This design comes from an exercise in tuning for small area on the open sky130 flow, not from production work.
In this exercise RTL edits were held to simulation tests only and were not proved equivalent to the original.
Power and IR drop assume default switching activity.

**flow/constraint.sdc**
```tcl
create_clock -name core_clock -period 6.0 [get_ports {core_clk}]
set_input_delay 1.2000 -clock core_clock [delete_from_list [all_inputs] [get_ports {core_clk}]]
set_output_delay 1.2000 -clock core_clock [all_outputs]
set_load 0.01 [all_outputs]
```
**flow/standard.sh**
```bash
#!/bin/bash
# synth_recipe.tcl (not shown) runs the flow's synth.tcl, then flattens the netlist and writes it again
# the make line also repeats each setting of config.mk as NAME=value (left out here)
make -C /OpenROAD-flow-scripts/flow DESIGN_CONFIG=/design/flow/config.mk WORK_HOME=/design/flow/orfs CLKGATE_MAP_FILE= SYNTH_SCRIPT=/design/flow/synth_recipe.tcl "${@:-finish}"
```
**flow/design.v**
```verilog
package fpga_rt_pkg;
    typedef logic [31:0] addr_t;       
    typedef logic [31:0] data_t;
    typedef logic [3:0]  strb_t;
    typedef logic [1:0]  resp_t;
    typedef logic [7:0]  log_char_t;
    typedef logic [3:0]  nibble_t;     
    localparam resp_t RESP_OKAY   = 2'b00;
    localparam resp_t RESP_SLVERR = 2'b10;
    localparam addr_t CTRL_OFS              = 32'h00;
    localparam addr_t STATUS_OFS            = 32'h04;
    localparam addr_t GENERIC_INPUT_OFS     = 32'h08;
    localparam addr_t GENERIC_OUTPUT_OFS    = 32'h0C;
    localparam addr_t ITRNG_DIVISOR_OFS     = 32'h10;
    localparam addr_t CYCLE_COUNT_OFS       = 32'h14;
    localparam addr_t LOG_FIFO_DATA_OFS     = 32'h18;   
    localparam addr_t LOG_FIFO_STATUS_OFS   = 32'h1C;
    localparam addr_t ITRNG_FIFO_DATA_OFS   = 32'h20;   
    localparam addr_t ITRNG_STATUS_OFS      = 32'h24;
    localparam int LOG_FIFO_DEPTH = 16;
    localparam int LOG_PTR_W      = $clog2(LOG_FIFO_DEPTH);
    localparam int LOG_CNT_W      = $clog2(LOG_FIFO_DEPTH + 1);
    localparam int ITRNG_FIFO_DEPTH = 8;
    localparam int ITRNG_PTR_W      = $clog2(ITRNG_FIFO_DEPTH);
    localparam int ITRNG_CNT_W      = $clog2(ITRNG_FIFO_DEPTH + 1);
    localparam int NIBBLES_PER_WORD = 8;
    localparam int NIBBLE_IDX_W     = $clog2(NIBBLES_PER_WORD);
endpackage
module fpga_rt_regs (
    input  logic                     core_clk,
    input  logic                     hwif_out,
    input  logic                     awvalid,
    output logic                     awready,
    input  fpga_rt_pkg::addr_t       awaddr,
    input  logic                     wvalid,
    output logic                     wready,
    input  fpga_rt_pkg::data_t       wdata,
    input  fpga_rt_pkg::strb_t       wstrb,
    output logic                     bvalid,
    input  logic                     bready,
    output fpga_rt_pkg::resp_t       bresp,
    input  logic                     arvalid,
    output logic                     arready,
    input  fpga_rt_pkg::addr_t       araddr,
    output logic                     rvalid,
    input  logic                     rready,
    output fpga_rt_pkg::data_t       rdata,
    output fpga_rt_pkg::resp_t       rresp,
    output logic                     core_pwrgood,
    output logic                     core_rst_b,
    output fpga_rt_pkg::data_t       generic_input,
    input  logic [7:0]               core_status,
    input  fpga_rt_pkg::data_t       generic_output,
    output logic                     log_pop,
    input  fpga_rt_pkg::log_char_t   log_head,
    input  logic                     log_empty,
    input  logic                     log_full,
    output logic                     itrng_wr,
    output logic                     itrng_push,
    output logic                     itrng_fifo_reset,
    output fpga_rt_pkg::data_t       itrng_divisor,
    input  logic                     itrng_empty,
    input  logic                     itrng_full
);
    logic               ready_en;    
    logic               wr_accept;
    logic               rd_accept;
    logic               wr_low;      
    logic               rd_low;
    logic [9:0]         wr_sel;      
    logic [9:0]         rd_sel;
    fpga_rt_pkg::data_t rd_value;
    fpga_rt_pkg::data_t cycle_count;
    logic               bresp_err;
    logic               rresp_err;
    assign wr_low = (awaddr[31:6] == '0);
    assign rd_low = (araddr[31:6] == '0);
    always_comb begin
        for (int i = 0; i < 10; i++) begin
            wr_sel[i] = wr_low & (awaddr[5:2] == 4'(i));
            rd_sel[i] = rd_low & (araddr[5:2] == 4'(i));
        end
    end
    assign wr_accept = ready_en & awvalid & wvalid & ~bvalid;
    assign awready   = wr_accept;
    assign wready    = wr_accept;
    assign arready   = ready_en & ~rvalid;
    assign rd_accept = arvalid & arready;
    assign log_pop   = rd_accept & rd_sel[6];
    assign itrng_wr  = wr_accept & wr_sel[8];
    always_comb begin
        case (araddr[5:2])
            4'd0:    rd_value = {30'b0, core_rst_b, core_pwrgood};
            4'd1:    rd_value = {24'b0, core_status};
            4'd2:    rd_value = generic_input;
            4'd3:    rd_value = generic_output;
            4'd4:    rd_value = itrng_divisor;
            4'd5:    rd_value = cycle_count;
            4'd6:    rd_value = {23'b0, ~log_empty, log_head};
            4'd7:    rd_value = {30'b0, log_full, log_empty};
            4'd9:    rd_value = {29'b0, itrng_fifo_reset, itrng_full, itrng_empty};
            default: rd_value = '0;    
        endcase
        if (!rd_low) rd_value = '0;
    end
    assign bresp = {bresp_err, 1'b0};
    assign rresp = {rresp_err, 1'b0};
    always_ff @(posedge core_clk or negedge hwif_out) begin
        if (!hwif_out) begin
            ready_en <= 1'b0;
            bvalid   <= 1'b0;
            rvalid   <= 1'b0;
        end else begin
            ready_en <= 1'b1;
            if (wr_accept)   bvalid <= 1'b1;
            else if (bready) bvalid <= 1'b0;
            if (rd_accept)   rvalid <= 1'b1;
            else if (rready) rvalid <= 1'b0;
        end
    end
    always_ff @(posedge core_clk) begin
        if (!bvalid) bresp_err <= ~wr_low | (awaddr[5:2] > 4'd9);
        if (!rvalid) begin
            rresp_err <= ~rd_low | (araddr[5:2] > 4'd9);
            rdata     <= rd_value;    
        end
    end
    always_ff @(posedge core_clk or negedge hwif_out) begin
        if (!hwif_out) begin
            core_pwrgood     <= 1'b0;
            core_rst_b       <= 1'b0;
            generic_input    <= '0;
            itrng_divisor    <= '0;
            itrng_fifo_reset <= 1'b0;
            itrng_push       <= 1'b0;
        end else begin
            itrng_push <= itrng_wr;
            if (wr_accept) begin
                if (wr_sel[0] & wstrb[0]) begin
                    core_pwrgood <= wdata[0];
                    core_rst_b   <= wdata[1];
                end
                for (int i = 0; i < 4; i++) begin
                    if (wr_sel[2] & wstrb[i]) generic_input[8*i +: 8] <= wdata[8*i +: 8];
                    if (wr_sel[4] & wstrb[i]) itrng_divisor[8*i +: 8] <= wdata[8*i +: 8];
                end
                if (wr_sel[9] & wstrb[0]) itrng_fifo_reset <= wdata[2];   
            end
        end
    end
    logic [31:0] carry;
    logic [8:0]  grp_carry;
    always_comb begin
        grp_carry[0] = 1'b1;
        for (int g = 0; g < 8; g++)
            grp_carry[g+1] = grp_carry[g] & &cycle_count[4*g +: 4];
        for (int i = 0; i < 32; i++) begin
            carry[i] = grp_carry[i/4];
            for (int j = 4*(i/4); j < i; j++) carry[i] = carry[i] & cycle_count[j];
        end
    end
    always_ff @(posedge core_clk) begin
        cycle_count <= (cycle_count ^ carry) & {32{core_rst_b}};
    end
endmodule
module log_fifo (
    input  logic                   core_clk,
    input  logic                   hwif_out,
    input  logic                   log_char_valid,
    input  fpga_rt_pkg::log_char_t log_char,
    input  logic                   log_pop,
    output fpga_rt_pkg::log_char_t log_head,
    output logic                   log_empty,
    output logic                   log_full
);
    fpga_rt_pkg::log_char_t            mem [fpga_rt_pkg::LOG_FIFO_DEPTH];
    logic [fpga_rt_pkg::LOG_PTR_W:0]   wr_ptr;    
    logic [fpga_rt_pkg::LOG_PTR_W:0]   rd_ptr;
    logic                              push_ok;
    logic                              pop_ok;
    logic                              same_slot;
    assign same_slot = (wr_ptr[fpga_rt_pkg::LOG_PTR_W-1:0] == rd_ptr[fpga_rt_pkg::LOG_PTR_W-1:0]);
    assign log_empty = same_slot & (wr_ptr[fpga_rt_pkg::LOG_PTR_W] == rd_ptr[fpga_rt_pkg::LOG_PTR_W]);
    assign log_full  = same_slot & (wr_ptr[fpga_rt_pkg::LOG_PTR_W] != rd_ptr[fpga_rt_pkg::LOG_PTR_W]);
    assign push_ok   = log_char_valid & ~log_full;
    assign pop_ok    = log_pop & ~log_empty;
    always_comb begin
        log_head = '0;
        for (int i = 0; i < fpga_rt_pkg::LOG_FIFO_DEPTH; i++)
            if (rd_ptr[fpga_rt_pkg::LOG_PTR_W-1:0] == fpga_rt_pkg::LOG_PTR_W'(i))
                log_head = log_head | mem[i];
    end
    always_ff @(posedge core_clk or negedge hwif_out) begin
        if (!hwif_out) begin
            wr_ptr <= '0;
            rd_ptr <= '0;
        end else begin
            if (push_ok) wr_ptr <= wr_ptr + 1'b1;
            if (pop_ok)  rd_ptr <= rd_ptr + 1'b1;
        end
    end
    always_ff @(posedge core_clk) begin
        if (push_ok) begin
            mem[wr_ptr[fpga_rt_pkg::LOG_PTR_W-1:0]] <= log_char;
        end
    end
endmodule
module itrng_feeder (
    input  logic                 core_clk,
    input  logic                 hwif_out,
    input  logic                 itrng_wr,           
    input  logic                 itrng_push,         
    input  fpga_rt_pkg::data_t   itrng_word,         
    input  logic                 itrng_fifo_reset,
    input  fpga_rt_pkg::data_t   itrng_divisor,
    input  logic                 etrng_req,
    output logic                 itrng_empty,
    output logic                 itrng_full,
    output fpga_rt_pkg::nibble_t itrng_data,
    output logic                 itrng_valid
);
    localparam int PW = fpga_rt_pkg::ITRNG_PTR_W;
    localparam int NW = fpga_rt_pkg::NIBBLE_IDX_W;
    fpga_rt_pkg::data_t  mem [fpga_rt_pkg::ITRNG_FIFO_DEPTH];
    logic [PW:0]         wr_ptr;
    logic [PW+NW:0]      rd_ptr;           
    fpga_rt_pkg::data_t  throttle_cnt;
    logic                req_strobe;
    logic                same_slot;
    logic                push_ok;
    logic                take;
    logic                word_done;
    assign same_slot   = (wr_ptr[PW-1:0] == rd_ptr[PW+NW-1:NW]);
    assign itrng_empty = same_slot & (wr_ptr[PW] == rd_ptr[PW+NW]);
    assign itrng_full  = same_slot & (wr_ptr[PW] != rd_ptr[PW+NW]);
    logic [fpga_rt_pkg::ITRNG_FIFO_DEPTH*32-1:0] mem_flat;
    always_comb for (int i = 0; i < fpga_rt_pkg::ITRNG_FIFO_DEPTH; i++) mem_flat[32*i +: 32] = mem[i];
    assign push_ok     = itrng_push & ~itrng_full & ~itrng_fifo_reset;
    assign take        = req_strobe & ~itrng_empty & ~itrng_fifo_reset;
    assign word_done   = take & (&rd_ptr[NW-1:0]);    
    logic [31:0] borrow;
    logic [8:0]  grp_borrow;
    always_comb begin
        grp_borrow[0] = 1'b1;
        for (int g = 0; g < 8; g++)
            grp_borrow[g+1] = grp_borrow[g] & ~|throttle_cnt[4*g +: 4];
        for (int i = 0; i < 32; i++) begin
            borrow[i] = grp_borrow[i/4];
            for (int j = 4*(i/4); j < i; j++) borrow[i] = borrow[i] & ~throttle_cnt[j];
        end
    end
    always_ff @(posedge core_clk or negedge hwif_out) begin
        if (!hwif_out) begin
            throttle_cnt <= '0;
            req_strobe   <= 1'b0;
        end else begin
            throttle_cnt <= (throttle_cnt ^ borrow) & (itrng_divisor | {32{~grp_borrow[8]}});
            req_strobe   <= grp_borrow[8] & etrng_req;
        end
    end
    always_ff @(posedge core_clk or negedge hwif_out) begin
        if (!hwif_out) begin
            wr_ptr      <= '0;
            rd_ptr      <= '0;
            itrng_valid <= 1'b0;
        end else if (itrng_fifo_reset) begin
            wr_ptr      <= '0;    
            rd_ptr      <= '0;
            itrng_valid <= 1'b0;
        end else begin
            itrng_valid <= take;
            if (take)    rd_ptr <= rd_ptr + 1'b1;
            if (push_ok) wr_ptr <= wr_ptr + 1'b1;
        end
    end
    always_ff @(posedge core_clk) begin
        if (itrng_wr & (~itrng_full | word_done)) begin
            mem[wr_ptr[PW-1:0]] <= itrng_word;
        end
    end
    logic [3:0] head_nib;
    always_comb begin
        head_nib = '0;
        for (int i = 0; i < 64; i++)
            if (rd_ptr[5:0] == 6'(i)) head_nib = head_nib | mem_flat[4*i +: 4];
    end
    always_ff @(posedge core_clk) begin
        itrng_data <= head_nib;
    end
endmodule
module fpga_rt_wrapper (
    input  logic                   core_clk,
    input  logic                   hwif_out,
    input  logic                   awvalid,
    output logic                   awready,
    input  fpga_rt_pkg::addr_t     awaddr,
    input  logic                   wvalid,
    output logic                   wready,
    input  fpga_rt_pkg::data_t     wdata,
    input  fpga_rt_pkg::strb_t     wstrb,
    output logic                   bvalid,
    input  logic                   bready,
    output fpga_rt_pkg::resp_t     bresp,
    input  logic                   arvalid,
    output logic                   arready,
    input  fpga_rt_pkg::addr_t     araddr,
    output logic                   rvalid,
    input  logic                   rready,
    output fpga_rt_pkg::data_t     rdata,
    output fpga_rt_pkg::resp_t     rresp,
    output logic                   core_pwrgood,
    output logic                   core_rst_b,
    output fpga_rt_pkg::data_t     generic_input,
    input  logic [7:0]             core_status,
    input  fpga_rt_pkg::data_t     generic_output,
    input  logic                   log_char_valid,
    input  fpga_rt_pkg::log_char_t log_char,
    input  logic                   etrng_req,
    output fpga_rt_pkg::nibble_t   itrng_data,
    output logic                   itrng_valid
);
    logic                   log_pop;
    fpga_rt_pkg::log_char_t log_head;
    logic                   log_empty;
    logic                   log_full;
    logic                   itrng_wr;
    logic                   itrng_push;
    logic                   itrng_fifo_reset;
    fpga_rt_pkg::data_t     itrng_divisor;
    logic                   itrng_empty;
    logic                   itrng_full;
    fpga_rt_regs regs_i (
        .core_clk, .hwif_out,
        .awvalid, .awready, .awaddr, .wvalid, .wready, .wdata, .wstrb,
        .bvalid, .bready, .bresp,
        .arvalid, .arready, .araddr, .rvalid, .rready, .rdata, .rresp,
        .core_pwrgood, .core_rst_b, .generic_input, .core_status, .generic_output,
        .log_pop, .log_head, .log_empty, .log_full,
        .itrng_wr, .itrng_push, .itrng_fifo_reset, .itrng_divisor,
        .itrng_empty, .itrng_full
    );
    log_fifo log_fifo_i (
        .core_clk, .hwif_out,
        .log_char_valid, .log_char,
        .log_pop, .log_head, .log_empty, .log_full
    );
    itrng_feeder itrng_feeder_i (
        .core_clk, .hwif_out,
        .itrng_wr, .itrng_push, .itrng_word(wdata), .itrng_fifo_reset, .itrng_divisor,
        .etrng_req, .itrng_empty, .itrng_full,
        .itrng_data, .itrng_valid
    );
endmodule
```
**flow/config.mk**
```make
export PLATFORM = sky130hd
export DESIGN_NAME = fpga_rt_wrapper
export DESIGN_NICKNAME = fpga_rt_wrapper
export VERILOG_FILES = /design/flow/design.v
export SDC_FILE = /design/flow/constraint.sdc
export NUM_CORES = 4
export LEC_CHECK = 0
export CAP_MARGIN = 20
export CORE_MARGIN = 2
export CORE_UTILIZATION = 40
export SLEW_MARGIN = 20
```
**flow/flow/run.sh**
```bash
#!/bin/bash
# Standard synthesis with an area-oriented ABC script in place of ORFS's
# speed script (registers are untouched), then the standard layout with
# small port buffers and a clock tree of fewer, larger sink clusters and
# no dummy loads. Each tool's output goes to a log file of its own here.
set -euo pipefail
rm -rf scripts_abc
cp -r "$FLOW_HOME/scripts" scripts_abc
cp flow/abc_area.script scripts_abc/abc_speed.script
bash standard.sh synth SCRIPTS_DIR="$PWD/scripts_abc" > synth.log 2>&1
export BUFFER_PORTS_ARGS="-buffer_cell sky130_fd_sc_hd__buf_1"
export CTS_ARGS="-sink_clustering_enable -repair_clock_nets -dont_use_dummy_load -buf_list sky130_fd_sc_hd__clkbuf_8 -sink_clustering_size 17 -sink_clustering_max_diameter 80"
bash standard.sh finish > layout.log 2>&1
```
**flow/flow/abc_area.script**
```
strash
balance
rewrite
refactor
balance
rewrite
rewrite -z
balance
refactor -z
rewrite -z
balance
balance
rewrite
refactor
balance
rewrite
rewrite -z
balance
refactor -z
rewrite -z
balance
dch
amap -F 10 -A 30
topo
```
==> summary.txt, run 1 <==
| Result | Reported |
| --- | --- |
| Worst-case reg-to-reg path depth | 10 |
| Number of iterations in the first detailed-routing pass | 7 |
| Final global-route overflow total | 0 |
| Max-cap violation count | 0 |
| Total via count in the routed design | 15300 |
| Post-synthesis to final-layout area growth | 11.6% |
| TritonCTS clock tree | built |
| Cell type contributing the most total cell area after synthesis | sky130_fd_sc_hd__edfxtp_1 |
| Die W | 242 µm |
| Total Neg Setup Slack | 0 ps |
| Setup bufs post-CTS | 0 |
| End of the worst register-to-register path | itrng_feeder_i.mem[1][18] |
| # port buffers | 230 |
| Synthesized-area fraction occupied by xor and xnor cells | 0 |
| Kind of end point of the critical path | register |
| Root cell of the clock tree | sky130_fd_sc_hd__clkbuf_8 |
| Area enclosed by the die boundary | 58500 µm² |
| Critical path capture point | regs_i.generic_input[10] |
| Leak Pwr | 8.25 nW |
| Worst Slack Setup Final | 1940 ps |
| Residual DRC | 0 |
| Number of primary I/O pins | 237 |
| Worst hold path class | reg -> reg |
| Insertion delay to the later sink of the worst-skew pair | 650 ps |
| Overall Global Routing Usage | 0.220 |
| CP startpoint kind | primary input |
| Starting density of the core | 0.403 |
| Slew at the pin with the worst max-slew slack | 1190 ps |
| Launch point of the worst reg-to-reg path | itrng_feeder_i.rd_ptr[3] |
| Status | no timing/DRC/antenna violations |
| Total chip power | 0.00665 W |
| Summed instance area of the synthesized netlist | 22600 µm² |
| Most common library cell in the layout ignoring fill and taps | sky130_fd_sc_hd__edfxtp_1 |
| Final WL | 65000 µm |
| Internal Pwr Total | 0.00512 W |
| Adder-cell share of the synthesized area | 0.0332 |
| Basic-gate share of the synthesized area counting and, or, nand and nor cells | 0.0897 |
| Buffer depth of the longest clock path | 3 |
| Count of placed standard cells in the final layout, fillers left out | 2643 |
| CTS clock-pin slew for the worst setup and hold paths | 100 ps |
| Slack of the worst reg-to-reg path | 2370 ps |
| Pins Over Slew Limit | 0 |
| Maximum vdd ir drop | 178 µV |
| Hold Buf Count CTS | 0 |
| Pre-CTS setup slack | 1300 ps |
| Top flip-flop cell by instance count after synthesis | sky130_fd_sc_hd__edfxtp_1 |
| Critical path startpoint | awaddr[28] |
| Final Wtd Congestion | 0.861 |
| Period utilization | 0.676 |
| Vias in the first global route | 15200 |
| Fraction of synthesized cell area taken by the top area cell type | 0.555 |
| Largest net degree at the start of global routing | 57 |
| Die span in y | 242 µm |
| Placeable Area | 56200 µm² |
| Minimum period implied by the final worst setup slack | 4060 ps |
| Design Area, Final | 25300 µm² |
| Maximum fanout along the worst path | 9 |
| Post-Route Skew | 59.8 ps |
| Power per Cell Area | 263 nW/µm² |
| Async set-reset flop share out of synthesis | 0.217 |
| Final ANT Viol Nets | 0 |
| TritonCTS Buffers | 42 |
| Yosys warnings | 3 |
| Number of H-tree branching levels | 2 |
| DP Wirelength | 44200 µm |
| Combinational cell fraction of total power | 0.056 |
| Setup violation total in the final timing report | 0 |
| Critical Path AT | 4570 ps |
| Rows | 87 |
| Share of cell area taken by muxes after synthesis | 0 |
| Part of the Yosys area used for sequential elements | 0.726 |
| Antenna cell count | 0 |
| Main combinational cell family by area after synthesis | compound AO/OA/AOI/OAI gates |
| Net count reported at finish | 2106 |
| Sw Share | 0.229 |
| First-pass GRT wire length | 96600 µm |
| Avg Vias per Cell | 5.78 |
| Critical Setup Path Class | in -> reg |
| Max_slew headroom | 0.203 |
| Share of the synthesized area in compound gates (AO/OA/AOI/OAI) | 0.128 |
| Clock share of power | 0.275 |
| Violation count after the first detailed-routing iteration | 1811 |
| Cell count after synthesis | 1593 |
| Antenna violations before repair | 2 |
| Count of flip-flops with a built-in enable after synthesis | 418 |
| Count of different cell masters after synthesis | 38 |
| # clock sinks | 580 |
| Post-cts resize count | 0 |
| Switching power of the nets | 0.00152 W |
| Unrepaired setup endpoints after global routing | no |
| Fraction of layout instances using a drive strength above 1 | 0.0435 |
| Seq pwr share | 0.670 |
| Routed WL per cell | 24.6 µm |
| Placement-stage cell area | 24700 µm² |
| Critical Path RT | 6510 ps |
| Top cells by area in the synthesized netlist | sky130_fd_sc_hd__edfxtp_1 55%, sky130_fd_sc_hd__dfrtp_1 14%, sky130_fd_sc_hd__a222oi_1 3.4%, sky130_fd_sc_hd__a22oi_1 3.4%, sky130_fd_sc_hd__ha_1 3.3% |
| Flip-flop and latch count after synthesis | 580 |
| Highest clock frequency the design can meet | 247 MHz |
| Commonest non-fill, non-tap cells in the layout | 418 x sky130_fd_sc_hd__edfxtp_1, 229 x sky130_fd_sc_hd__buf_1, 150 x sky130_fd_sc_hd__nor2_1, 128 x sky130_fd_sc_hd__clkinv_1, 126 x sky130_fd_sc_hd__dfrtp_1 |
| Hold violation total from the final report | 0 |
| Syn avg cell area | 14.2 µm² |
| Post-Place Cells | 2601 |
-- sequential cells by signal, summed over array words and instances, names as in the netlist, 4 cells and up --
signal and count:
itrng_feeder_i.rd_ptr 7, itrng_feeder_i.itrng_data 4, itrng_feeder_i.mem 256, regs_i.itrng_divisor 32, log_fifo_i.mem 128, regs_i.generic_input 32
regs_i.cycle_count 32, regs_i.rdata 32, log_fifo_i.rd_ptr 5, log_fifo_i.wr_ptr 5, itrng_feeder_i.wr_ptr 4, itrng_feeder_i.throttle_cnt 32
-- stage by stage --
stage,hold slack (ps),util
floorplan,401,-
global placement,414,0.439
detailed placement,424,0.439
CTS,445,0.450
global route,457,0.450
finish,439,0.450
-- Yosys cell counts, drive strengths merged (29+ instances only) --
cell type  instances
edfxtp           418
nor2             151
clkinv           128
dfrtp            126
nand2            113
a22oi            101
a222oi            76
ha                60
o21ai             48
a21oi             47
a22o              43
dfxtp             36
nand3             31
nand4             29
-- logic make-up after synthesis --
logic type / after synthesis
adders and majority gates: 60
DFF: 580
and+or+nand+nor: 433
other: 2
buffers and inverters: 133
AOI/OAI and AO/OA: 385
-- worst min-delay path by stage --
stage                                    from                              to  cells past startpoint
2_1_floorplan           regs_i.cycle_count[0]           regs_i.cycle_count[0]                      1
3_3_place_gp            regs_i.cycle_count[0]           regs_i.cycle_count[0]                      1
3_5_place_dp            regs_i.cycle_count[0]           regs_i.cycle_count[0]                      1
4_1_cts        itrng_feeder_i.throttle_cnt[0]  itrng_feeder_i.throttle_cnt[0]                      1
5_1_grt        itrng_feeder_i.throttle_cnt[0]  itrng_feeder_i.throttle_cnt[0]                      1
6_report       itrng_feeder_i.throttle_cnt[0]  itrng_feeder_i.throttle_cnt[0]                      1
-- layer usage --
| metal | routed length [µm] | vias to the layer above | global-route usage |
|---|---|---|---|
| met4 | 1370 | 0 | 0.0581 |
| met3 | 5080 | 84 | 0.0331 |
| met1 | 27700 | 7688 | 0.309 |
| li1 | - | 6833 | - |
| met2 | 30800 | 668 | 0.358 |
| met5 | 0 | - | 0 |
-- worst max-delay path: stages --
cell and delay, ps:
sky130_fd_sc_hd__buf_1 70, sky130_fd_sc_hd__or4_1 510, sky130_fd_sc_hd__nor3_1 440, sky130_fd_sc_hd__nand2_1 140, sky130_fd_sc_hd__nand4b_1 530, sky130_fd_sc_hd__nor3_1 900, sky130_fd_sc_hd__clkinv_1 460, sky130_fd_sc_hd__a22o_1 320
-- power by group through the flow --
stage | Sequential, W | Combinational [W] | Clock, W
5_1_grt | 0.00446 | 0.000409 | 0.00201
6_report | 0.00445 | 0.000370 | 0.00183
4_1_cts | 0.00445 | 0.000374 | 0.00187
3_5_place_dp | 0.00454 | 0.000373 | 0
3_3_place_gp | 0.00454 | 0.000367 | 0
2_1_floorplan | 0.00454 | 0.000141 | 0
-- area by class of cell --
class | count | area (µm²)
Timing Repair Buffer | 256 | 1060
Sequential cell | 580 | 16400
Multi-Input combinational cell | 881 | 5760
Clock buffer | 42 | 578
Tap cell | 756 | 946
Fill cell | 5137 | 30900
Inverter | 128 | 480
==> inputs of run 2 (changes only) <==
--- a/flow/flow/abc_area.script
+++ b/flow/flow/abc_area.script
@@ -19,6 +19,6 @@
 refactor -z
 rewrite -z
 balance
-dch
+dch -f
 amap -F 10 -A 30
 topo
==> summary.txt, run 2 <==
| Result | Reported |
| --- | --- |
| Most common cell in the netlist | sky130_fd_sc_hd__edfxtp_1 |
| Top flip-flop cell by instance count after synthesis | sky130_fd_sc_hd__edfxtp_1 |
| Flip-flop and latch count after synthesis | 580 |
| Cells traversed along the worst timing path | buf_1 > or4_1 > nor3_1 > nand2_1 > nand4b_1 > nor3_1 > clkinv_1 > o22a_1 |
| Hold Buf Count CTS | 0 |
| Kind of end point of the critical path | register |
| Post-synthesis to final-layout area growth | 11.6% |
| Status | no timing/DRC/antenna violations |
| Slew at the pin with the worst max-slew slack | 1140 ps |
| Vias in the first global route | 14800 |
| Worst-case reg-to-reg path depth | 12 |
| Number of iterations in the first detailed-routing pass | 7 |
| Launch point of the worst reg-to-reg path | itrng_feeder_i.rd_ptr[3] |
| Category of cells accounting for the largest share of critical-path delay | simple AND/OR/NAND/NOR gates |
| Final global-route overflow total | 0 |
| Most common library cell in the layout ignoring fill and taps | sky130_fd_sc_hd__edfxtp_1 |
| Critical Setup Path Class | in -> reg |
| # port buffers | 230 |
| Final WL | 64900 µm |
| Area enclosed by the die boundary | 58300 µm² |
| Highest-delay cell along the critical path | sky130_fd_sc_hd__nor3_1 |
| Top cells by area in the synthesized netlist | sky130_fd_sc_hd__edfxtp_1 56%, sky130_fd_sc_hd__dfrtp_1 14%, sky130_fd_sc_hd__a222oi_1 4.1%, sky130_fd_sc_hd__ha_1 3.3%, sky130_fd_sc_hd__nor2_1 3.3% |
| Critical path's largest stage delay | 980 ps |
| Count of placed standard cells in the final layout, fillers left out | 2613 |
| TritonCTS clock tree | built |
| Placeable Area | 56100 µm² |
| First-pass GRT wire length | 94300 µm |
| Minimum period implied by the final worst setup slack | 4180 ps |
| Avg Vias per Cell | 5.86 |
| Worst path bufs/invs | 2 |
| Fraction of synthesized cell area taken by the top area cell type | 0.557 |
| Setup violation total in the final timing report | 0 |
| Routed WL per cell | 24.9 µm |
| Die W | 241 µm |
| Critical path startpoint | awaddr[28] |
| Async set-reset flop share out of synthesis | 0.217 |
| Largest net degree at the start of global routing | 68 |
| Syn avg cell area | 14.4 µm² |
| Worst hold path depth | 1 |
| Power per Cell Area | 265 nW/µm² |
| Antenna violations before repair | 2 |
| Design Area, Final | 25200 µm² |
| Most prevalent standard cell on the critical path | sky130_fd_sc_hd__nor3_1 |
| Maximum vdd ir drop | 194 µV |
| Cell type contributing the most total cell area after synthesis | sky130_fd_sc_hd__edfxtp_1 |
| Stages on the worst setup path | 8 |
| Leak Pwr | 8.47 nW |
| Post-cts resize count | 0 |
| Seq pwr share | 0.669 |
| Yosys warnings | 3 |
| Violation count after the first detailed-routing iteration | 1893 |
| Fraction of layout instances using a drive strength above 1 | 0.0437 |
| Part of the Yosys area used for sequential elements | 0.729 |
| Switching power of the nets | 0.00153 W |
| Buffer depth of the longest clock path | 3 |
| TritonCTS Buffers | 42 |
| Internal Pwr Total | 0.00512 W |
| Area used by sequential logic in the layout | 16400 µm² |
| Count of flip-flops with a built-in enable after synthesis | 418 |
| Combinational cell fraction of total power | 0.056 |
| Critical path capture point | regs_i.generic_input[13] |
| Maximum fanout along the worst path | 9 |
| CTS clock-pin slew for the worst setup and hold paths | 100 ps |
| DP Wirelength | 43700 µm |
| Hold violation total from the final report | 0 |
| Total via count in the routed design | 15300 |
| Area of the multi-input gates | 5800 µm² |
| Number of primary I/O pins | 237 |
| Rows | 87 |
| Overall Global Routing Usage | 0.221 |
| FILL cells | 5083 |
| # clock sinks | 580 |
| Count of different cell masters after synthesis | 38 |
| Critical Path AT | 4660 ps |
| Total Neg Setup Slack | 0 ps |
| Max_slew headroom | 0.239 |
| Unrepaired setup endpoints after global routing | no |
| Number of flip-flops under the largest register name | 256 |
| Post-Place Cells | 2568 |
| Slack of the worst reg-to-reg path | 2270 ps |
| Final Wtd Congestion | 0.965 |
| Pins Over Slew Limit | 0 |
| Root cell of the clock tree | sky130_fd_sc_hd__clkbuf_8 |
| Highest clock frequency the design can meet | 239 MHz |
| Insertion delay to the later sink of the worst-skew pair | 670 ps |
| Placement-stage cell area | 24600 µm² |
| End of the worst register-to-register path | itrng_feeder_i.mem[5][2] |
| Period utilization | 0.696 |
| Setup bufs post-CTS | 0 |
| Starting density of the core | 0.402 |
| Max-cap violation count | 0 |
| Leading post-synthesis cells by instance count | 418 x sky130_fd_sc_hd__edfxtp_1, 196 x sky130_fd_sc_hd__nor2_1, 126 x sky130_fd_sc_hd__dfrtp_1, 100 x sky130_fd_sc_hd__nand2_1, 95 x sky130_fd_sc_hd__a22oi_1 |
| Total chip power | 0.00666 W |
| Net count reported at finish | 2073 |
| Cell count after synthesis | 1561 |
| Final ANT Viol Nets | 0 |
| Critical Path RT | 6480 ps |
| Worst hold path class | reg -> reg |
| Post-Route Skew | 86.8 ps |
| Clock share of power | 0.274 |
| Summed instance area of the synthesized netlist | 22500 µm² |
| Commonest non-fill, non-tap cells in the layout | 418 x sky130_fd_sc_hd__edfxtp_1, 229 x sky130_fd_sc_hd__buf_1, 195 x sky130_fd_sc_hd__nor2_1, 126 x sky130_fd_sc_hd__dfrtp_1, 100 x sky130_fd_sc_hd__nand2_1 |
| Die span in y | 241 µm |
| Residual DRC | 0 |
| Sw Share | 0.230 |
| Number of H-tree branching levels | 2 |
| CP startpoint kind | primary input |
## run 2: cell count changes in the layout (fill, tap and decap cells not counted), moves of 6 or more
| cell | previous run | this run |
|---|---|---|
| sky130_fd_sc_hd__a22oi_1 | 101 | 95 |
| sky130_fd_sc_hd__clkinv_1 | 128 | 91 |
| sky130_fd_sc_hd__a221oi_1 | 22 | 11 |
| sky130_fd_sc_hd__o22ai_1 | 24 | 8 |
| sky130_fd_sc_hd__a222oi_1 | 76 | 93 |
| sky130_fd_sc_hd__nor2_1 | 150 | 195 |
| sky130_fd_sc_hd__nand4_1 | 29 | 38 |
| sky130_fd_sc_hd__o21ai_0 | 48 | 19 |
| sky130_fd_sc_hd__a21oi_1 | 47 | 41 |
| sky130_fd_sc_hd__nand2_1 | 113 | 100 |
| sky130_fd_sc_hd__a22o_1 | 43 | 5 |
| sky130_fd_sc_hd__o22a_1 | 0 | 57 |
## run 2: logic make-up after synthesis
kind of cell               Yosys count  share of synthesized area
adders and majority gates           60                     0.0333
other                                2                   0.000333
AOI/OAI and AO/OA                  355                      0.126
buffers and inverters               97                     0.0170
DFF                                580                      0.729
and+or+nand+nor                    467                     0.0947
## run 2: worst reg2reg max path, delay by kind of cell, from the launching register on
kind	cells	cell delay, ps
AOI/OAI and AO/OA	4	710
buffers and inverters	4	1190
DFF	1	570
and+or+nand+nor	4	880
## run 2: area by class of cell
type | count | share of cell area
Inverter | 92 | 0.0137
Clock buffer | 42 | 0.0230
Timing Repair Buffer | 255 | 0.0419
Sequential cell | 580 | 0.653
Multi-Input combinational cell | 885 | 0.231
Tap cell | 756 | 0.0376
Antenna cell | 3 | 0.000298
## run 2: routing by layer
layer / global-route usage / wire [µm]
met1: 0.321 / 27800
met3: 0.0394 / 5720
met5: 0 / 0
met2: 0.340 / 29600
met4: 0.0690 / 1820
## run 2: how the worst min path moves through the flow
stage                                               from                        endpoint  slack (ps)
after floorplan                    regs_i.cycle_count[0]           regs_i.cycle_count[0]         400
after global placement             regs_i.cycle_count[0]           regs_i.cycle_count[0]         420
after detailed placement  itrng_feeder_i.throttle_cnt[0]  itrng_feeder_i.throttle_cnt[0]         430
after CTS                 itrng_feeder_i.throttle_cnt[0]  itrng_feeder_i.throttle_cnt[0]         450
after global routing      itrng_feeder_i.throttle_cnt[0]  itrng_feeder_i.throttle_cnt[0]         490
final                     itrng_feeder_i.throttle_cnt[0]  itrng_feeder_i.throttle_cnt[0]         440
## run 2: power by group through the flow
| stage | Sequential [W] | Clock (W) | Combinational, W |
|---|---|---|---|
| finish | 0.00446 | 0.00182 | 0.000375 |
| global route | 0.00447 | 0.00203 | 0.000410 |
| CTS | 0.00445 | 0.00188 | 0.000375 |
| detailed placement | 0.00454 | 0 | 0.000373 |
| global placement | 0.00454 | 0 | 0.000363 |
| floorplan | 0.00454 | 0 | 0.000140 |
## run 2: stage by stage
step | hold WS (ps) | util | worst slack (ps)
floorplan | 402 | - | -142
global placement | 416 | 0.438 | 1290
detailed placement | 432 | 0.438 | 1120
CTS | 447 | 0.449 | 1780
global route | 487 | 0.449 | 1560
finish | 443 | 0.449 | 1820
==> inputs of run 3 (changes only) <==
--- a/flow/config.mk
+++ b/flow/config.mk
@@ -7,5 +7,6 @@
 export LEC_CHECK = 0
 export CAP_MARGIN = 20
 export CORE_MARGIN = 2
-export CORE_UTILIZATION = 40
+export CORE_UTILIZATION = 65
+export PLACE_DENSITY = 0.85
 export SLEW_MARGIN = 20
==> summary.txt, run 3 <==
| Result | Reported |
| --- | --- |
| Overall Global Routing Usage | 0.340 |
| Total Neg Setup Slack | 0 ps |
| Residual DRC | 0 |
| CTS clock-pin slew for the worst setup and hold paths | 100 ps |
| TritonCTS Buffers | 40 |
| Cell count after synthesis | 1561 |
| Violation count after the first detailed-routing iteration | 2284 |
| Net count reported at finish | 2067 |
| Flip-flop and latch count after synthesis | 580 |
| Final Wtd Congestion | 0.913 |
| Combinational cell fraction of total power | 0.055 |
| Fraction of layout instances using a drive strength above 1 | 0.0406 |
| Most common library cell in the layout ignoring fill and taps | sky130_fd_sc_hd__edfxtp_1 |
| Placeable Area | 34400 µm² |
| Top cells by area in the synthesized netlist | sky130_fd_sc_hd__edfxtp_1 56%, sky130_fd_sc_hd__dfrtp_1 14%, sky130_fd_sc_hd__a222oi_1 4.1%, sky130_fd_sc_hd__ha_1 3.3%, sky130_fd_sc_hd__nor2_1 3.3% |
| Hold Buf Count CTS | 0 |
| Count of placed standard cells in the final layout, fillers left out | 2305 |
| Largest net degree at the start of global routing | 73 |
| Hold violation total from the final report | 0 |
| Critical Path RT | 6480 ps |
| Minimum period implied by the final worst setup slack | 4210 ps |
| Number of flip-flops under the largest register name | 256 |
| Critical Setup Path Class | in -> reg |
| Antenna violations before repair | 1 |
| Post-Route Skew | 62.4 ps |
| # port buffers | 230 |
| Total chip power | 0.00657 W |
| Slew at the pin with the worst max-slew slack | 1170 ps |
| Launch point of the worst reg-to-reg path | itrng_feeder_i.rd_ptr[3] |
| Cells traversed along the worst timing path | buf_1 > or4_1 > nor3_1 > clkinv_1 > or3_1 > or3_1 > nor3_1 > clkinv_1 > o22a_1 |
| Startpoint of the most critical hold path | itrng_feeder_i.throttle_cnt[0] |
| Post-synthesis to final-layout area growth | 9.68% |
| Internal Pwr Total | 0.00510 W |
| Rows | 68 |
| Hold WS | 458 ps |
| Syn avg cell area | 14.4 µm² |
| Maximum fanout along the worst path | 10 |
| Async set-reset flop share out of synthesis | 0.217 |
| Highest-delay cell along the critical path | sky130_fd_sc_hd__nor3_1 |
| Post-Place Cells | 2263 |
| Max_slew headroom | 0.220 |
| TritonCTS clock tree | built |
| Placement-stage cell area | 24200 µm² |
| Critical Path AT | 4690 ps |
| Leading post-synthesis cells by instance count | 418 x sky130_fd_sc_hd__edfxtp_1, 196 x sky130_fd_sc_hd__nor2_1, 126 x sky130_fd_sc_hd__dfrtp_1, 100 x sky130_fd_sc_hd__nand2_1, 95 x sky130_fd_sc_hd__a22oi_1 |
| Cell type contributing the most total cell area after synthesis | sky130_fd_sc_hd__edfxtp_1 |
| Total via count in the routed design | 15800 |
| Maximum vdd ir drop | 250 µV |
| Most common cell in the netlist | sky130_fd_sc_hd__edfxtp_1 |
| Post-cts resize count | 0 |
| Switching power of the nets | 0.00147 W |
| Number of H-tree branching levels | 2 |
| First-pass GRT wire length | 90900 µm |
| CP startpoint kind | primary input |
| Seq pwr share | 0.678 |
| Routed WL per cell | 26.4 µm |
| Clock share of power | 0.266 |
| Design Area, Final | 24700 µm² |
| DP Wirelength | 41700 µm |
| Critical path's largest stage delay | 730 ps |
| Commonest non-fill, non-tap cells in the layout | 418 x sky130_fd_sc_hd__edfxtp_1, 229 x sky130_fd_sc_hd__buf_1, 195 x sky130_fd_sc_hd__nor2_1, 126 x sky130_fd_sc_hd__dfrtp_1, 100 x sky130_fd_sc_hd__nand2_1 |
| # clock sinks | 580 |
| Fraction of synthesized cell area taken by the top area cell type | 0.557 |
| Setup violation total in the final timing report | 0 |
| Power per Cell Area | 266 nW/µm² |
| Final global-route overflow total | 0 |
| Buffer depth of the longest clock path | 3 |
| Final WL | 61000 µm |
| Leak Pwr | 8.43 nW |
| Kind of end point of the critical path | register |
| Summed instance area of the synthesized netlist | 22500 µm² |
| Root cell of the clock tree | sky130_fd_sc_hd__clkbuf_8 |
| Top flip-flop cell by instance count after synthesis | sky130_fd_sc_hd__edfxtp_1 |
| Worst hold path class | reg -> reg |
| Insertion delay to the later sink of the worst-skew pair | 600 ps |
| Max-cap violation count | 0 |
| Critical path startpoint | awaddr[28] |
| Count of flip-flops with a built-in enable after synthesis | 418 |
| Highest clock frequency the design can meet | 237 MHz |
| Count of different cell masters after synthesis | 38 |
| Sw Share | 0.224 |
| Pins Over Slew Limit | 0 |
| Starting density of the core | 0.656 |
| Number of primary I/O pins | 237 |
| Vias in the first global route | 15600 |
| Avg Vias per Cell | 6.84 |
| Setup bufs post-CTS | 0 |
| FILL cells | 2214 |
| Final ANT Viol Nets | 0 |
| Unrepaired setup endpoints after global routing | no |
| Yosys warnings | 3 |
| Part of the Yosys area used for sequential elements | 0.729 |
| Die span in y | 190 µm |
| Status | no timing/DRC/antenna violations |
| Number of iterations in the first detailed-routing pass | 8 |
| Period utilization | 0.702 |
| Die W | 190 µm |
| Area enclosed by the die boundary | 36200 µm² |
-- run 3: worst max-delay path: cells and delay by family --
family,cells,cell delay (ps)
buf+inv,3,690
compound gates,1,280
simple gates,5,2500
-- run 3: power by group through the flow --
stage          clock network [W]  registers (W)  logic (W)
2_1_floorplan                  0        0.00454   0.000140
3_3_place_gp                   0        0.00454   0.000339
3_5_place_dp                   0        0.00454   0.000355
4_1_cts                  0.00176        0.00445   0.000356
5_1_grt                  0.00188        0.00447   0.000391
6_report                 0.00175        0.00446   0.000364
-- run 3: layout make-up --
| cell class | count | area, µm² | share of cell area |
|---|---|---|---|
| sequential | 580 | 16400 | 0.664 |
| timing repair buffer | 251 | 1020 | 0.0414 |
| antenna | 2 | 5.00 | 0.000202 |
| tap | 455 | 569 | 0.0230 |
| inverter | 92 | 345 | 0.0140 |
| clock buffer | 40 | 551 | 0.0223 |
| multi-input combinational | 885 | 5800 | 0.235 |
-- run 3: kinds of logic after synthesis --
kind of cell | synth area share
flip-flops | 0.729
AND/OR/NAND/NOR | 0.0947
AO/OA/AOI/OAI | 0.126
buffers and inverters | 0.0170
adder cells (fa/ha/maj) | 0.0333
other | 0.000333
-- run 3: worst paths after layout --
| kind | end | slack, ps | depth (start not counted) |
|---|---|---|---|
| setup / recovery | regs_i.itrng_divisor[14] | 1790 | 9 |
| hold / removal | itrng_feeder_i.throttle_cnt[0] | 460 | 1 |
| setup reg to reg | itrng_feeder_i.mem[0][8] | 2220 | 11 |
| hold reg to reg | itrng_feeder_i.throttle_cnt[0] | 460 | 1 |
| max in group asynchronous | itrng_feeder_i.rd_ptr[5] | 3900 | 2 |
| min in group asynchronous | regs_i.generic_input[21] | 730 | 1 |
-- run 3: per-stage QoR --
step                      utilization  worst slack, ps
after detailed placement        0.703             1240
after global placement          0.703             1410
after floorplan                     -             -142
final                           0.719             1790
after CTS                       0.719             1870
after global routing            0.719             1550
-- run 3: per-layer routing --
layer / global-route usage / routed length [µm] / part of all wire / vias up
li1: - / - / - / 6765
met1: 0.461 / 21800 / 0.36 / 7627
met2: 0.539 / 28900 / 0.47 / 1183
met3: 0.0714 / 7680 / 0.13 / 181
met4: 0.152 / 2580 / 0.042 / 0
met5: 0 / 0 / 0 / -
==> inputs of run 4 (changes only) <==
--- a/flow/design.v
+++ b/flow/design.v
@@ -233,8 +233,6 @@
     assign same_slot   = (wr_ptr[PW-1:0] == rd_ptr[PW+NW-1:NW]);
     assign itrng_empty = same_slot & (wr_ptr[PW] == rd_ptr[PW+NW]);
     assign itrng_full  = same_slot & (wr_ptr[PW] != rd_ptr[PW+NW]);
-    logic [fpga_rt_pkg::ITRNG_FIFO_DEPTH*32-1:0] mem_flat;
-    always_comb for (int i = 0; i < fpga_rt_pkg::ITRNG_FIFO_DEPTH; i++) mem_flat[32*i +: 32] = mem[i];
     assign push_ok     = itrng_push & ~itrng_full & ~itrng_fifo_reset;
     assign take        = req_strobe & ~itrng_empty & ~itrng_fifo_reset;
     assign word_done   = take & (&rd_ptr[NW-1:0]);    
@@ -278,11 +276,15 @@
             mem[wr_ptr[PW-1:0]] <= itrng_word;
         end
     end
-    logic [3:0] head_nib;
+    logic [31:0] head_word;
+    logic [3:0]  head_nib;
     always_comb begin
+        head_word = '0;
+        for (int w = 0; w < fpga_rt_pkg::ITRNG_FIFO_DEPTH; w++)
+            if (rd_ptr[PW+NW-1:NW] == PW'(w)) head_word = head_word | mem[w];
         head_nib = '0;
-        for (int i = 0; i < 64; i++)
-            if (rd_ptr[5:0] == 6'(i)) head_nib = head_nib | mem_flat[4*i +: 4];
+        for (int n = 0; n < fpga_rt_pkg::NIBBLES_PER_WORD; n++)
+            if (rd_ptr[NW-1:0] == NW'(n)) head_nib = head_nib | head_word[4*n +: 4];
     end
     always_ff @(posedge core_clk) begin
         itrng_data <= head_nib;
--- a/flow/config.mk
+++ b/flow/config.mk
@@ -7,6 +7,5 @@
 export LEC_CHECK = 0
 export CAP_MARGIN = 20
 export CORE_MARGIN = 2
-export CORE_UTILIZATION = 65
-export PLACE_DENSITY = 0.85
+export CORE_UTILIZATION = 40
 export SLEW_MARGIN = 20
==> summary.txt, run 4 <==
| Result | Reported |
| --- | --- |
| DP Wirelength | 41700 µm |
| Slew at the pin with the worst max-slew slack | 1070 ps |
| Critical Path RT | 6500 ps |
| Highest-delay cell along the critical path | sky130_fd_sc_hd__clkinv_1 |
| Power per Cell Area | 264 nW/µm² |
| Die W | 240 µm |
| Number of flip-flops under the largest register name | 256 |
| Launch point of the worst reg-to-reg path | itrng_feeder_i.throttle_cnt[0] |
| CP startpoint kind | register |
| Buffer depth of the longest clock path | 3 |
| Leading post-synthesis cells by instance count | 418 x sky130_fd_sc_hd__edfxtp_1, 140 x sky130_fd_sc_hd__nor2_1, 126 x sky130_fd_sc_hd__dfrtp_1, 102 x sky130_fd_sc_hd__a222oi_1, 91 x sky130_fd_sc_hd__clkinv_1 |
| Startpoint of the most critical hold path | regs_i.cycle_count[0] |
| Fraction of layout instances using a drive strength above 1 | 0.0529 |
| Overall Global Routing Usage | 0.216 |
| Slack of the worst reg-to-reg path | 1870 ps |
| TritonCTS clock tree | built |
| Leak Pwr | 8.32 nW |
| Async set-reset flop share out of synthesis | 0.217 |
| Syn avg cell area | 15.1 µm² |
| Minimum period implied by the final worst setup slack | 4130 ps |
| Setup bufs post-CTS | 0 |
| Setup violation total in the final timing report | 0 |
| Number of H-tree branching levels | 2 |
| Rows | 86 |
| Critical path's largest stage delay | 710 ps |
| Post-synthesis to final-layout area growth | 12.0% |
| Final Wtd Congestion | 0.866 |
| Hold Buf Count CTS | 0 |
| Violation count after the first detailed-routing iteration | 1500 |
| Cells traversed along the worst timing path | clkinv_1 > ha_1 > nand2_1 > nor2_1 > nor4b_1 > nand3_1 > nor3_1 > nand4_1 > nor3_1 > nand4_1 > nor3_1 > clkinv_1 > o221a_1 |
| Root cell of the clock tree | sky130_fd_sc_hd__clkbuf_8 |
| Avg Vias per Cell | 5.84 |
| Summed instance area of the synthesized netlist | 22300 µm² |
| Total chip power | 0.00661 W |
| Post-Route Skew | 131 ps |
| Top flip-flop cell by instance count after synthesis | sky130_fd_sc_hd__edfxtp_1 |
| Count of different cell masters after synthesis | 41 |
| Unrepaired setup endpoints after global routing | no |
| Post-cts resize count | 0 |
| Number of iterations in the first detailed-routing pass | 6 |
| Final global-route overflow total | 0 |
| Critical Setup Path Class | reg -> reg |
| Net count reported at finish | 1997 |
| Most common cell in the netlist | sky130_fd_sc_hd__edfxtp_1 |
| Starting density of the core | 0.405 |
| Most prevalent standard cell on the critical path | sky130_fd_sc_hd__nor3_1 |
| Pins Over Slew Limit | 0 |
| Cell count after synthesis | 1478 |
| First-pass GRT wire length | 91300 µm |
| Max-cap violation count | 0 |
| Placeable Area | 55100 µm² |
| Period utilization | 0.688 |
| Hold violation total from the final report | 0 |
| Max_slew headroom | 0.281 |
| Final WL | 62600 µm |
| Routed WL per cell | 24.8 µm |
| Worst path bufs/invs | 2 |
| Area enclosed by the die boundary | 57700 µm² |
| Kind of end point of the critical path | register |
| Worst hold path depth | 1 |
| Fraction of synthesized cell area taken by the top area cell type | 0.563 |
| CTS clock-pin slew for the worst setup and hold paths | 110 ps |
| TritonCTS Buffers | 41 |
| Largest net degree at the start of global routing | 50 |
| Vias in the first global route | 14100 |
| Cell type contributing the most total cell area after synthesis | sky130_fd_sc_hd__edfxtp_1 |
| Count of flip-flops with a built-in enable after synthesis | 418 |
| WHS Endpoint | regs_i.cycle_count[0] |
| Yosys warnings | 3 |
| Design Area, Final | 25000 µm² |
| Number of primary I/O pins | 237 |
| End of the worst register-to-register path | itrng_feeder_i.throttle_cnt[3] |
| Worst hold path class | reg -> reg |
| Category of cells accounting for the largest share of critical-path delay | simple AND/OR/NAND/NOR gates |
| Antenna violations before repair | 2 |
| Stages on the worst setup path | 13 |
| Most common library cell in the layout ignoring fill and taps | sky130_fd_sc_hd__edfxtp_1 |
| Insertion delay to the later sink of the worst-skew pair | 670 ps |
| Critical Path AT | 4620 ps |
| Hold WS | 451 ps |
| Worst-case reg-to-reg path depth | 13 |
| Maximum vdd ir drop | 196 µV |
| Total via count in the routed design | 14800 |
| Final ANT Viol Nets | 0 |
| Part of the Yosys area used for sequential elements | 0.736 |
| # port buffers | 230 |
| Final cell utilization of the core | 0.454 |
| Status | no timing/DRC/antenna violations |
| Top cells by area in the synthesized netlist | sky130_fd_sc_hd__edfxtp_1 56%, sky130_fd_sc_hd__dfrtp_1 14%, sky130_fd_sc_hd__a222oi_1 4.6%, sky130_fd_sc_hd__ha_1 3.4%, sky130_fd_sc_hd__dfxtp_1 3.2% |
| Flip-flop and latch count after synthesis | 580 |
| Die span in y | 240 µm |
| Residual DRC | 0 |
| Highest clock frequency the design can meet | 242 MHz |
| # clock sinks | 580 |
| Commonest non-fill, non-tap cells in the layout | 418 x sky130_fd_sc_hd__edfxtp_1, 229 x sky130_fd_sc_hd__buf_1, 137 x sky130_fd_sc_hd__nor2_1, 126 x sky130_fd_sc_hd__dfrtp_1, 102 x sky130_fd_sc_hd__a222oi_1 |
| Placement-stage cell area | 24400 µm² |
| Maximum fanout along the worst path | 27 |
## run 4: cell types whose count changed in the layout (fill, tap and decap cells not counted), moves of 5 or more
| cell | previous run | this run |
|---|---|---|
| sky130_fd_sc_hd__a21oi_1 | 41 | 47 |
| sky130_fd_sc_hd__nor2_1 | 195 | 137 |
| sky130_fd_sc_hd__a222oi_1 | 93 | 102 |
| sky130_fd_sc_hd__nand3_1 | 33 | 12 |
| sky130_fd_sc_hd__a22oi_1 | 95 | 87 |
| sky130_fd_sc_hd__nor3_1 | 24 | 19 |
| sky130_fd_sc_hd__a41oi_1 | 0 | 10 |
| sky130_fd_sc_hd__nand4_1 | 38 | 19 |
| sky130_fd_sc_hd__nor3_2 | 4 | 10 |
| sky130_fd_sc_hd__a31oi_1 | 8 | 25 |
| sky130_fd_sc_hd__buf_4 | 22 | 32 |
| sky130_fd_sc_hd__nand2_1 | 100 | 79 |
## run 4: power by group
| group | internal (W) | switching [W] |
|---|---|---|
| sequential | 0.00441 | 0.0000431 |
| combinational | 0.0000794 | 0.000272 |
| clock | 0.000616 | 0.00119 |
## run 4: how the worst max path moves through the flow
stage | endpoint | slack, ps | from
after floorplan | itrng_feeder_i.mem[0][0] | -280 | awaddr[28]
after global placement | regs_i.itrng_divisor[14] | 1320 | awaddr[28]
after detailed placement | regs_i.itrng_divisor[9] | 1230 | awaddr[28]
after CTS | itrng_feeder_i.throttle_cnt[3] | 1710 | itrng_feeder_i.throttle_cnt[0]
after global routing | itrng_feeder_i.throttle_cnt[3] | 1320 | itrng_feeder_i.throttle_cnt[0]
final | itrng_feeder_i.throttle_cnt[3] | 1870 | itrng_feeder_i.throttle_cnt[0]
## run 4: cell families (layout without fill, tap and decap cells)
kind of cell | after synthesis | after routing | synth area share
compound gates | 392 | 392 | 0.140
other cells | 2 | 6 | 0.000337
flops | 580 | 580 | 0.736
fa+ha+maj | 61 | 61 | 0.0342
buf+inv | 96 | 394 | 0.0170
simple gates | 347 | 347 | 0.0721
## run 4: worst register-to-register path, cell delays in order, from the launching register on
cell and delay [ps]:
sky130_fd_sc_hd__dfrtp_1 400, sky130_fd_sc_hd__clkinv_1 50, sky130_fd_sc_hd__ha_1 150, sky130_fd_sc_hd__nand2_1 60, sky130_fd_sc_hd__nor2_1 150, sky130_fd_sc_hd__nor4b_1 540
sky130_fd_sc_hd__nand3_1 200, sky130_fd_sc_hd__nor3_1 350, sky130_fd_sc_hd__nand4_1 180, sky130_fd_sc_hd__nor3_1 260, sky130_fd_sc_hd__nand4_1 200, sky130_fd_sc_hd__nor3_1 250
sky130_fd_sc_hd__clkinv_1 710, sky130_fd_sc_hd__o221a_1 500
## run 4: final cells by class
cell class | count | area (µm²)
fillers | 4989 | 30100
flip-flops and latches | 580 | 16400
multi-input cells | 803 | 5620
repair buffers | 262 | 1110
well taps | 748 | 936
clock buffers | 41 | 564
inverters | 91 | 342
diodes | 3 | 7.51
## run 4: through the flow
stage / TNS, ps / setup WS (ps) / cells
finish: 0 / 1870 / 2528
CTS: 0 / 1710 / 2525
floorplan: -61660 / -275 / 1479
detailed placement: 0 / 1230 / 2484
global placement: 0 / 1320 / 2484
global route: 0 / 1320 / 2526
## run 4: routing by layer
metal / GRT usage / share of wire / vias to the layer above
met5: 0 / 0.00021 / -
met4: 0.0691 / 0.028 / 2
met3: 0.0373 / 0.079 / 100
met2: 0.344 / 0.47 / 623
met1: 0.302 / 0.42 / 7465
li1: - / - / 6565
==> inputs of run 5 (changes only) <==
--- a/flow/design.v
+++ b/flow/design.v
@@ -55,6 +55,7 @@
     input  fpga_rt_pkg::log_char_t   log_head,
     input  logic                     log_empty,
     input  logic                     log_full,
+    output logic                     ready_en,       
     output logic                     itrng_wr,
     output logic                     itrng_push,
     output logic                     itrng_fifo_reset,
@@ -62,7 +63,6 @@
     input  logic                     itrng_empty,
     input  logic                     itrng_full
 );
-    logic               ready_en;    
     logic               wr_accept;
     logic               rd_accept;
     logic               wr_low;      
@@ -208,6 +208,7 @@
 module itrng_feeder (
     input  logic                 core_clk,
     input  logic                 hwif_out,
+    input  logic                 ready_en,           
     input  logic                 itrng_wr,           
     input  logic                 itrng_push,         
     input  fpga_rt_pkg::data_t   itrng_word,         
@@ -247,30 +248,28 @@
             for (int j = 4*(i/4); j < i; j++) borrow[i] = borrow[i] & ~throttle_cnt[j];
         end
     end
-    always_ff @(posedge core_clk or negedge hwif_out) begin
-        if (!hwif_out) begin
-            throttle_cnt <= '0;
-            req_strobe   <= 1'b0;
-        end else begin
-            throttle_cnt <= (throttle_cnt ^ borrow) & (itrng_divisor | {32{~grp_borrow[8]}});
-            req_strobe   <= grp_borrow[8] & etrng_req;
-        end
+    logic thr_zero;
+    assign thr_zero = grp_borrow[8] | ~ready_en;
+    always_ff @(posedge core_clk) begin
+        throttle_cnt <= (throttle_cnt ^ borrow) & (itrng_divisor | {32{~thr_zero}});
     end
     always_ff @(posedge core_clk or negedge hwif_out) begin
-        if (!hwif_out) begin
-            wr_ptr      <= '0;
-            rd_ptr      <= '0;
-            itrng_valid <= 1'b0;
-        end else if (itrng_fifo_reset) begin
-            wr_ptr      <= '0;    
-            rd_ptr      <= '0;
-            itrng_valid <= 1'b0;
+        if (!hwif_out) req_strobe <= 1'b0;
+        else           req_strobe <= thr_zero & etrng_req;
+    end
+    always_ff @(posedge core_clk) begin
+        if (itrng_fifo_reset | ~ready_en) begin
+            wr_ptr <= '0;    
+            rd_ptr <= '0;
         end else begin
-            itrng_valid <= take;
             if (take)    rd_ptr <= rd_ptr + 1'b1;
             if (push_ok) wr_ptr <= wr_ptr + 1'b1;
         end
     end
+    always_ff @(posedge core_clk or negedge hwif_out) begin
+        if (!hwif_out) itrng_valid <= 1'b0;
+        else           itrng_valid <= take;
+    end
     always_ff @(posedge core_clk) begin
         if (itrng_wr & (~itrng_full | word_done)) begin
             mem[wr_ptr[PW-1:0]] <= itrng_word;
@@ -325,6 +324,7 @@
     fpga_rt_pkg::log_char_t log_head;
     logic                   log_empty;
     logic                   log_full;
+    logic                   ready_en;
     logic                   itrng_wr;
     logic                   itrng_push;
     logic                   itrng_fifo_reset;
@@ -338,7 +338,7 @@
         .arvalid, .arready, .araddr, .rvalid, .rready, .rdata, .rresp,
         .core_pwrgood, .core_rst_b, .generic_input, .core_status, .generic_output,
         .log_pop, .log_head, .log_empty, .log_full,
-        .itrng_wr, .itrng_push, .itrng_fifo_reset, .itrng_divisor,
+        .ready_en, .itrng_wr, .itrng_push, .itrng_fifo_reset, .itrng_divisor,
         .itrng_empty, .itrng_full
     );
     log_fifo log_fifo_i (
@@ -348,7 +348,7 @@
     );
     itrng_feeder itrng_feeder_i (
         .core_clk, .hwif_out,
-        .itrng_wr, .itrng_push, .itrng_word(wdata), .itrng_fifo_reset, .itrng_divisor,
+        .ready_en, .itrng_wr, .itrng_push, .itrng_word(wdata), .itrng_fifo_reset, .itrng_divisor,
         .etrng_req, .itrng_empty, .itrng_full,
         .itrng_data, .itrng_valid
     );
--- a/flow/flow/run.sh
+++ b/flow/flow/run.sh
@@ -9,5 +9,6 @@
 cp flow/abc_area.script scripts_abc/abc_speed.script
 bash standard.sh synth SCRIPTS_DIR="$PWD/scripts_abc" > synth.log 2>&1
 export BUFFER_PORTS_ARGS="-buffer_cell sky130_fd_sc_hd__buf_1"
+export RECOVER_POWER=100
 export CTS_ARGS="-sink_clustering_enable -repair_clock_nets -dont_use_dummy_load -buf_list sky130_fd_sc_hd__clkbuf_8 -sink_clustering_size 17 -sink_clustering_max_diameter 80"
 bash standard.sh finish > layout.log 2>&1
--- a/flow/config.mk
+++ b/flow/config.mk
@@ -7,5 +7,6 @@
 export LEC_CHECK = 0
 export CAP_MARGIN = 20
 export CORE_MARGIN = 2
-export CORE_UTILIZATION = 40
+export CORE_UTILIZATION = 65
+export PLACE_DENSITY = 0.85
 export SLEW_MARGIN = 20
==> summary.txt, run 5 <==
| Result | Reported |
| --- | --- |
| Count of flip-flops with a built-in enable after synthesis | 418 |
| Layout check failures | capacitance limit, slew limit |
| Routed WL per cell | 25.9 µm |
| WHS Endpoint | itrng_feeder_i.throttle_cnt[0] |
| Pins Over Slew Limit | 404 |
| Buffer depth of the longest clock path | 3 |
| Top cells by area in the synthesized netlist | sky130_fd_sc_hd__edfxtp_1 57%, sky130_fd_sc_hd__dfrtp_1 9.4%, sky130_fd_sc_hd__dfxtp_1 7.1%, sky130_fd_sc_hd__a222oi_1 4.7%, sky130_fd_sc_hd__ha_1 3.5% |
| TritonCTS clock tree | built |
| Combinational cell fraction of total power | 0.064 |
| Final global-route overflow total | 0 |
| Hold Buf Count CTS | 0 |
| # clock sinks | 580 |
| Yosys warnings | 3 |
| Area enclosed by the die boundary | 35500 µm² |
| Avg Vias per Cell | 6.84 |
| Minimum period implied by the final worst setup slack | 4990 ps |
| Vias in the first global route | 15000 |
| GR Util met3 | 0.0661 |
| Total via count in the routed design | 15300 |
| Leak Pwr | 8.00 nW |
| Final Wtd Congestion | 0.995 |
| Post-cts resize count | 0 |
| Insertion delay to the later sink of the worst-skew pair | 600 ps |
| Critical path startpoint | awaddr[31] |
| Maximum fanout along the worst path | 32 |
| End of the worst register-to-register path | itrng_feeder_i.throttle_cnt[31] |
| Maximum vdd ir drop | 320 µV |
| TritonCTS Buffers | 40 |
| Placeable Area | 33500 µm² |
| Top flip-flop cell by instance count after synthesis | sky130_fd_sc_hd__edfxtp_1 |
| Most common library cell in the layout ignoring fill and taps | sky130_fd_sc_hd__edfxtp_1 |
| Post-synthesis to final-layout area growth | 9.85% |
| Slew at the pin with the worst max-slew slack | 2360 ps |
| Fraction of layout instances using a drive strength above 1 | 0.0364 |
| Die span in y | 188 µm |
| Flip-flop and latch count after synthesis | 580 |
| Number of primary I/O pins | 237 |
| Most common cell in the netlist | sky130_fd_sc_hd__edfxtp_1 |
| Max-cap violation count | 13 |
| Count of different cell masters after synthesis | 43 |
| Kind of end point of the critical path | register |
| Post-Route Skew | 53.8 ps |
| Highest clock frequency the design can meet | 201 MHz |
| Summed instance area of the synthesized netlist | 22100 µm² |
| Overall Global Routing Usage | 0.324 |
| Root cell of the clock tree | sky130_fd_sc_hd__clkbuf_8 |
| Rows | 67 |
| Setup violation total in the final timing report | 0 |
| Number of H-tree branching levels | 2 |
| Violation count after the first detailed-routing iteration | 2699 |
| Antenna violations before repair | 1 |
| CTS clock-pin slew for the worst setup and hold paths | 100 ps |
| Number of iterations in the first detailed-routing pass | 10 |
| Sw Share | 0.225 |
| Status | complete, but fails checks |
| Final WL | 57800 µm |
| Unrepaired setup endpoints after global routing | no |
| Number of flip-flops under the largest register name | 256 |
| Net count reported at finish | 2004 |
| Fraction of synthesized cell area taken by the top area cell type | 0.567 |
| # port buffers | 230 |
| Critical Path AT | 5130 ps |
| First-pass GRT wire length | 87100 µm |
| Hold violation total from the final report | 0 |
| Final ANT Viol Nets | 0 |
| Switching power of the nets | 0.00150 W |
| Critical Path RT | 6150 ps |
| Cell count after synthesis | 1489 |
| Critical Setup Path Class | in -> reg |
| Starting density of the core | 0.660 |
| Met2 routing resource usage after global routing | 0.519 |
| Worst hold path class | reg -> reg |
| Worst hold path depth | 1 |
| Async set-reset flop share out of synthesis | 0.143 |
| Busiest layer in global routing | met2 |
| Worst-case reg-to-reg path depth | 14 |
| Global Route met1 Usage | 0.446 |
| Part of the Yosys area used for sequential elements | 0.733 |
| Launch point of the worst reg-to-reg path | itrng_feeder_i.throttle_cnt[0] |
| Worst Slack Setup Final | 1010 ps |
| Period utilization | 0.831 |
| Slack of the worst reg-to-reg path | 1320 ps |
| Residual DRC | 0 |
| Max_slew headroom | -0.572 |
| Leading post-synthesis cells by instance count | 418 x sky130_fd_sc_hd__edfxtp_1, 136 x sky130_fd_sc_hd__nor2_1, 103 x sky130_fd_sc_hd__a222oi_1, 92 x sky130_fd_sc_hd__clkinv_1, 86 x sky130_fd_sc_hd__nand2_1 |
| Cell type contributing the most total cell area after synthesis | sky130_fd_sc_hd__edfxtp_1 |
| Startpoint of the most critical hold path | itrng_feeder_i.throttle_cnt[0] |
| Internal Pwr Total | 0.00517 W |
| Largest net degree at the start of global routing | 52 |
| Clock share of power | 0.260 |
| Power per Cell Area | 274 nW/µm² |
| Die W | 188 µm |
| Setup bufs post-CTS | 0 |
| CP startpoint kind | primary input |
| DP Wirelength | 39000 µm |
| FILL cells | 2190 |
| Seq pwr share | 0.676 |
| Total Neg Setup Slack | 0 ps |
| Commonest non-fill, non-tap cells in the layout | 418 x sky130_fd_sc_hd__edfxtp_1, 188 x sky130_fd_sc_hd__buf_1, 136 x sky130_fd_sc_hd__nor2_1, 103 x sky130_fd_sc_hd__a222oi_1, 92 x sky130_fd_sc_hd__clkinv_1 |
| Pre-CTS setup slack | 1380 ps |
| Syn avg cell area | 14.9 µm² |
[run 5: changes by cell type after synthesis, moves of 5 or more]
cell                       delta
sky130_fd_sc_hd__a221oi_1     +8
sky130_fd_sc_hd__a22o_1       +5
sky130_fd_sc_hd__a22oi_1     -11
sky130_fd_sc_hd__dfrtp_1     -43
sky130_fd_sc_hd__dfxtp_1     +43
sky130_fd_sc_hd__nand2_1      +7
sky130_fd_sc_hd__nand3_1      +7
sky130_fd_sc_hd__nor3_1      +15
sky130_fd_sc_hd__nor4_1      -10
[run 5: per-layer routing]
| metal | vias up | share of wire |
|---|---|---|
| li1 | 6581 | - |
| met1 | 7449 | 0.36 |
| met2 | 1079 | 0.48 |
| met3 | 171 | 0.12 |
| met4 | 0 | 0.042 |
| met5 | - | 0 |
[run 5: power groups by stage]
stage	Clock (W)	Combinational, W	Sequential, W
3_5_place_dp	0	0.000425	0.00460
4_1_cts	0.00173	0.000425	0.00451
3_3_place_gp	0	0.000396	0.00459
6_report	0.00173	0.000427	0.00451
2_1_floorplan	0	0.000211	0.00459
5_1_grt	0.00187	0.000473	0.00452
[run 5: cells by family after synthesis]
logic type | count (synthesis) | share of synthesized area
other cells | 2 | 0.000340
compound gates | 386 | 0.139
simple gates | 363 | 0.0755
fa+ha+maj | 61 | 0.0345
flops | 580 | 0.733
buf+inv | 97 | 0.0173
[run 5: layout make-up]
type,count,area (µm²),area share
antenna,1,2.50,0.000103
clock buffer,40,551,0.0227
inverter,92,345,0.0142
multi-input combinational,813,5590,0.230
sequential,580,16200,0.667
tap,448,561,0.0231
timing repair buffer,259,1040,0.0427
[run 5: critical path, cell delays in order]
cell                       delay, ps
sky130_fd_sc_hd__buf_1            90
sky130_fd_sc_hd__or4_1           510
sky130_fd_sc_hd__nor3_1          450
sky130_fd_sc_hd__nand3_1         180
sky130_fd_sc_hd__nor3_1          270
sky130_fd_sc_hd__o21ai_0         180
sky130_fd_sc_hd__or2_0           330
sky130_fd_sc_hd__nor3_1          230
sky130_fd_sc_hd__clkbuf_1       1660
[run 5: worst max path at each step]
stage	endpoint	cells after the start
finish	itrng_feeder_i.mem[2][10]	9
global placement	regs_i.generic_input[17]	7
global route	itrng_feeder_i.mem[3][4]	10
floorplan	itrng_feeder_i.mem[0][0]	7
detailed placement	regs_i.generic_input[18]	7
CTS	itrng_feeder_i.throttle_cnt[31]	14
[run 5: per-stage QoR]
step                      instance area [µm²]   util  hold WS [ps]  power, W  std cells
after floorplan                         22100      -           400   0.00480       1490
after global placement                  23800  0.711           411   0.00498       2191
after detailed placement                23800  0.711           434   0.00502       2191
after CTS                               24400  0.727           456   0.00666       2231
after global routing                    24300  0.725           480   0.00686       2233
final                                   24300  0.725           447   0.00667       2233

==> what the ideal ports hide <==
In the flow no input, the clock included, has a driving cell. The finished layouts below were timed again as built, in two steps. Step 1, drivers: a clkbuf_16 drives core_clk and a buf_2 each remaining input, both assumed. Step 2, shift: input delay + t, output delay - t, t = (earliest + latest rising clock arrival at the registers) / 2. This alone moves slack from input paths to output paths. Slacks: ideal ports / drivers / drivers and shift; pairs: ideal ports / drivers.
| run | t (ns) | slack for setup (ns) | hold WS [ns] | worst setup path at the end |
|---|---|---|---|---|
| run 1 | 0.671 | 1.944 / 1.967 / 1.295 | 0.439 / 0.439 / 0.439 | input to register |
| run 2 | 0.691 | 1.823 / 1.865 / 1.174 | 0.443 / 0.443 / 0.443 | input to register |
| run 3 | 0.617 | 1.787 / 1.809 / 1.191 | 0.458 / 0.458 / 0.458 | input to register |
| run 4 | 0.662 | 1.874 / 1.874 / 1.336 | 0.451 / 0.451 / 0.451 | input to register |
| run 5 | 0.625 | 1.014 / 1.036 / 0.411 | 0.447 / 0.447 / 0.447 | input to register |
